Background: an optimization exercise with open tools, aiming at small area. Do not read the settings as production practice. Only simulation tests tie the RTL to the original design; equivalence was not proved. Power figures rest on the tool's default switching activity, not on a simulated workload.

Setup of the previous run:
// banco_registros_sb
module banco_registros_sb
#(
  parameter int DATA_W   = regfile_pkg::DEF_DATA_W,
  parameter int ADDR_W   = regfile_pkg::DEF_ADDR_W,
  parameter int N_RD     = 2,
  parameter int ZERO_REG = 1,
  parameter int BYPASS   = 1
) (
  input  logic                     clk,
  input  logic                     rst_n,
  input  logic [N_RD*ADDR_W-1:0]   ra,
  output logic [N_RD*DATA_W-1:0]   dr,
  output logic [N_RD-1:0]          rbusy,
  input  logic                     we,
  input  logic [ADDR_W-1:0]        wa,
  input  logic [DATA_W-1:0]        wd,
  input  logic                     rsv,
  input  logic [ADDR_W-1:0]        rsv_a,
  output logic [2**ADDR_W-1:0]     pend,
  output logic [ADDR_W:0]          nbusy
);
Size: roughly 2,600 cells after synthesis.
clock: 8.0 ns
lec_check: 0
cap_margin: 20
core_margin: 2
core_utilization: 40
slew_margin: 20
synth_hierarchical: 1
synth_minimum_keep_size: 0
run.sh (not shown) runs the stock make flow with config.mk's settings and CLKGATE_MAP_FILE= SYNTH_SCRIPT=/design/flow/synth_recipe.tcl, a recipe that flattens the netlist after the stock synthesis.
### the previous run -> the current run
==> flow/flow/run.sh (new file) <==
#!/bin/bash
# The standard layout, with two changes to how it is made:
#  - port buffers are the smallest buffer (buf_1) instead of the delay cell
#    buffer_ports picks by default;
#  - clock tree synthesis inserts no dummy loads.
# Each ORFS step keeps its full log under orfs/logs/; make's own output goes
# to flow_make.log here.
set -euo pipefail
export BUFFER_PORTS_ARGS="-buffer_cell sky130_fd_sc_hd__buf_1"
export CTS_ARGS="-sink_clustering_enable -repair_clock_nets -dont_use_dummy_load -buf_list sky130_fd_sc_hd__clkbuf_16 -sink_clustering_size 25 -sink_clustering_max_diameter 120"
bash standard.sh > flow_make.log 2>&1
==> flow/standard.sh (new file) <==
#!/bin/bash
# synth_recipe.tcl (not shown) runs the flow's synth.tcl, then flattens the netlist and writes it again
# the make line also repeats each setting of config.mk as NAME=value (left out here)
make -C /OpenROAD-flow-scripts/flow DESIGN_CONFIG=/design/flow/config.mk WORK_HOME=/design/flow/orfs CLKGATE_MAP_FILE= SYNTH_SCRIPT=/design/flow/synth_recipe.tcl "${@:-finish}"
--- a/flow/config.mk
+++ b/flow/config.mk
@@ -9,4 +9,7 @@
 export CORE_MARGIN = 2
 export CORE_UTILIZATION = 40
+export CTS_BUF_LIST = sky130_fd_sc_hd__clkbuf_16
+export CTS_CLUSTER_DIAMETER = 120
+export CTS_CLUSTER_SIZE = 25
 export SLEW_MARGIN = 20
 export SYNTH_HIERARCHICAL = 1
removed: flow/run.sh
Findings:
- When the current run is set beside the previous run, its worst setup skew after layout turns out to be 0.0034 ns larger.
- Looking at fill cell total of the finished layout, the current run sits above the previous run.
- Summary of the current run over the previous run: iteration-0 DRC count of the detailed router rose by 372; sum of buffers and inverters on the critical path fell by 1; total length of routed met3 wires rose by about 5.4%.
- Against the previous run, design area in the current run came out better.
- Core util | the current run vs the previous run | the current run lower
- As far as sequential element share of the synthesized area goes, the previous run and the current run are indistinguishable; the numbers are identical.


banco_registros_sb, a different RTL version from the one above (not shown whole).
Size: about 160 I/O pins, roughly 43,000 um2 of cells after synthesis.
export LEC_CHECK = 0
export CAP_MARGIN = 20
export CORE_MARGIN = 2
export CORE_UTILIZATION = 40
export SLEW_MARGIN = 20
export SYNTH_HIERARCHICAL = 1
export SYNTH_MINIMUM_KEEP_SIZE = 0
create_clock -name core_clock -period 8.0 [get_ports {clk}]
standard.sh (not shown) runs the stock make flow with config.mk's settings and CLKGATE_MAP_FILE= SYNTH_SCRIPT=/design/flow/synth_recipe.tcl, a recipe that flattens the netlist after the stock synthesis.
==> flow/flow/run.sh <==
#!/bin/bash
# The standard layout, with these changes to how it is made:
#  - after floorplan, combinational cells that synthesis upsized are swapped
#    for the smallest cell of the same function (downsize.tcl); placement's
#    repair then sizes up only where needed;
#  - port buffers are the smallest buffer (buf_1) instead of the delay cell
#    buffer_ports picks by default;
#  - clock tree synthesis uses small clock buffers with small sink clusters
#    and inserts no dummy loads;
# Each ORFS step keeps its full log under orfs/logs/; make's own output and
# the downsizing step's output go to their own logs here.
set -euo pipefail
HERE=$(pwd)
export BUFFER_PORTS_ARGS="-buffer_cell sky130_fd_sc_hd__buf_1"
export CTS_ARGS="-sink_clustering_enable -repair_clock_nets -dont_use_dummy_load -buf_list sky130_fd_sc_hd__clkbuf_4 -sink_clustering_size 8 -sink_clustering_max_diameter 50"
bash standard.sh floorplan > "$HERE/flow_make_floorplan.log" 2>&1
R="$HERE/orfs/results/$FLOW_PLATFORM/banco_registros_sb/base"
PLATFORM_DIR="$FLOW_HOME/platforms/$FLOW_PLATFORM" ODB_IN="$R/2_floorplan.odb" ODB_OUT="$R/2_floorplan.odb" \
  openroad -no_init -exit "$HERE/flow/downsize.tcl" > "$HERE/flow_downsize.log" 2>&1
bash standard.sh > "$HERE/flow_make_finish.log" 2>&1
Other scripts of this flow, unchanged in this note and not shown: flow/flow/downsize.tcl
The starting point completed without violations.
==> next run, changes <==
--- a/flow/flow/run.sh
+++ b/flow/flow/run.sh
@@ -9,0 +10,2 @@
+#  - after global routing, cells off the critical paths are sized down
+#    (repair_timing -recover_power).
@@ -15,0 +18 @@
+export RECOVER_POWER=100
=>
- The changed run completed and failed the layout checks on capacitance limit, slew limit
- core utilization came out lower by 0.30 points
- sequential share of layout area came out higher by 0.45 points
- hold slack gets worse by 0.0065 ns
- power hardly moves

-- separate check: timing with driven ports --
The results above use ideal ports. As a check the final layouts listed here were re-extracted and re-timed, cells and wires unchanged.
Step 1 (the two cells are an assumption about what drives the block):
set clk [get_ports {clk}]
set_driving_cell -lib_cell sky130_fd_sc_hd__clkbuf_16 $clk
set_driving_cell -lib_cell sky130_fd_sc_hd__buf_2 [delete_from_list [all_inputs] $clk]
Step 2 adds t to the input delays and takes it off the output delays; t is the mean of the earliest and latest rising clock arrival at the registers after step 1. Input paths then give back, and output paths get back, about the clock's delay inside the block.
Three values: no drivers, after step 1, after step 2; two values: the first two.
run	shift t [ns]	slack for setup (ns)	worst setup path at the end	worst register clock-pin slew, ns
the previous run	0.758	0.226 / 0.202 / 0.202	input to output	0.07 / 0.07
the current run	0.706	0.680 / 0.647 / 0.647	input to output	0.11 / 0.11
the first run of note 2	1.146	0.856 / 0.834 / 0.834	input to output	0.10 / 0.10
the second run of note 2	1.148	0.512 / 0.488 / 0.488	input to output	0.10 / 0.10
For the current run, which loses most, drivers alone change the setup slack by -0.033 ns; drivers and shift together by -0.033 ns.
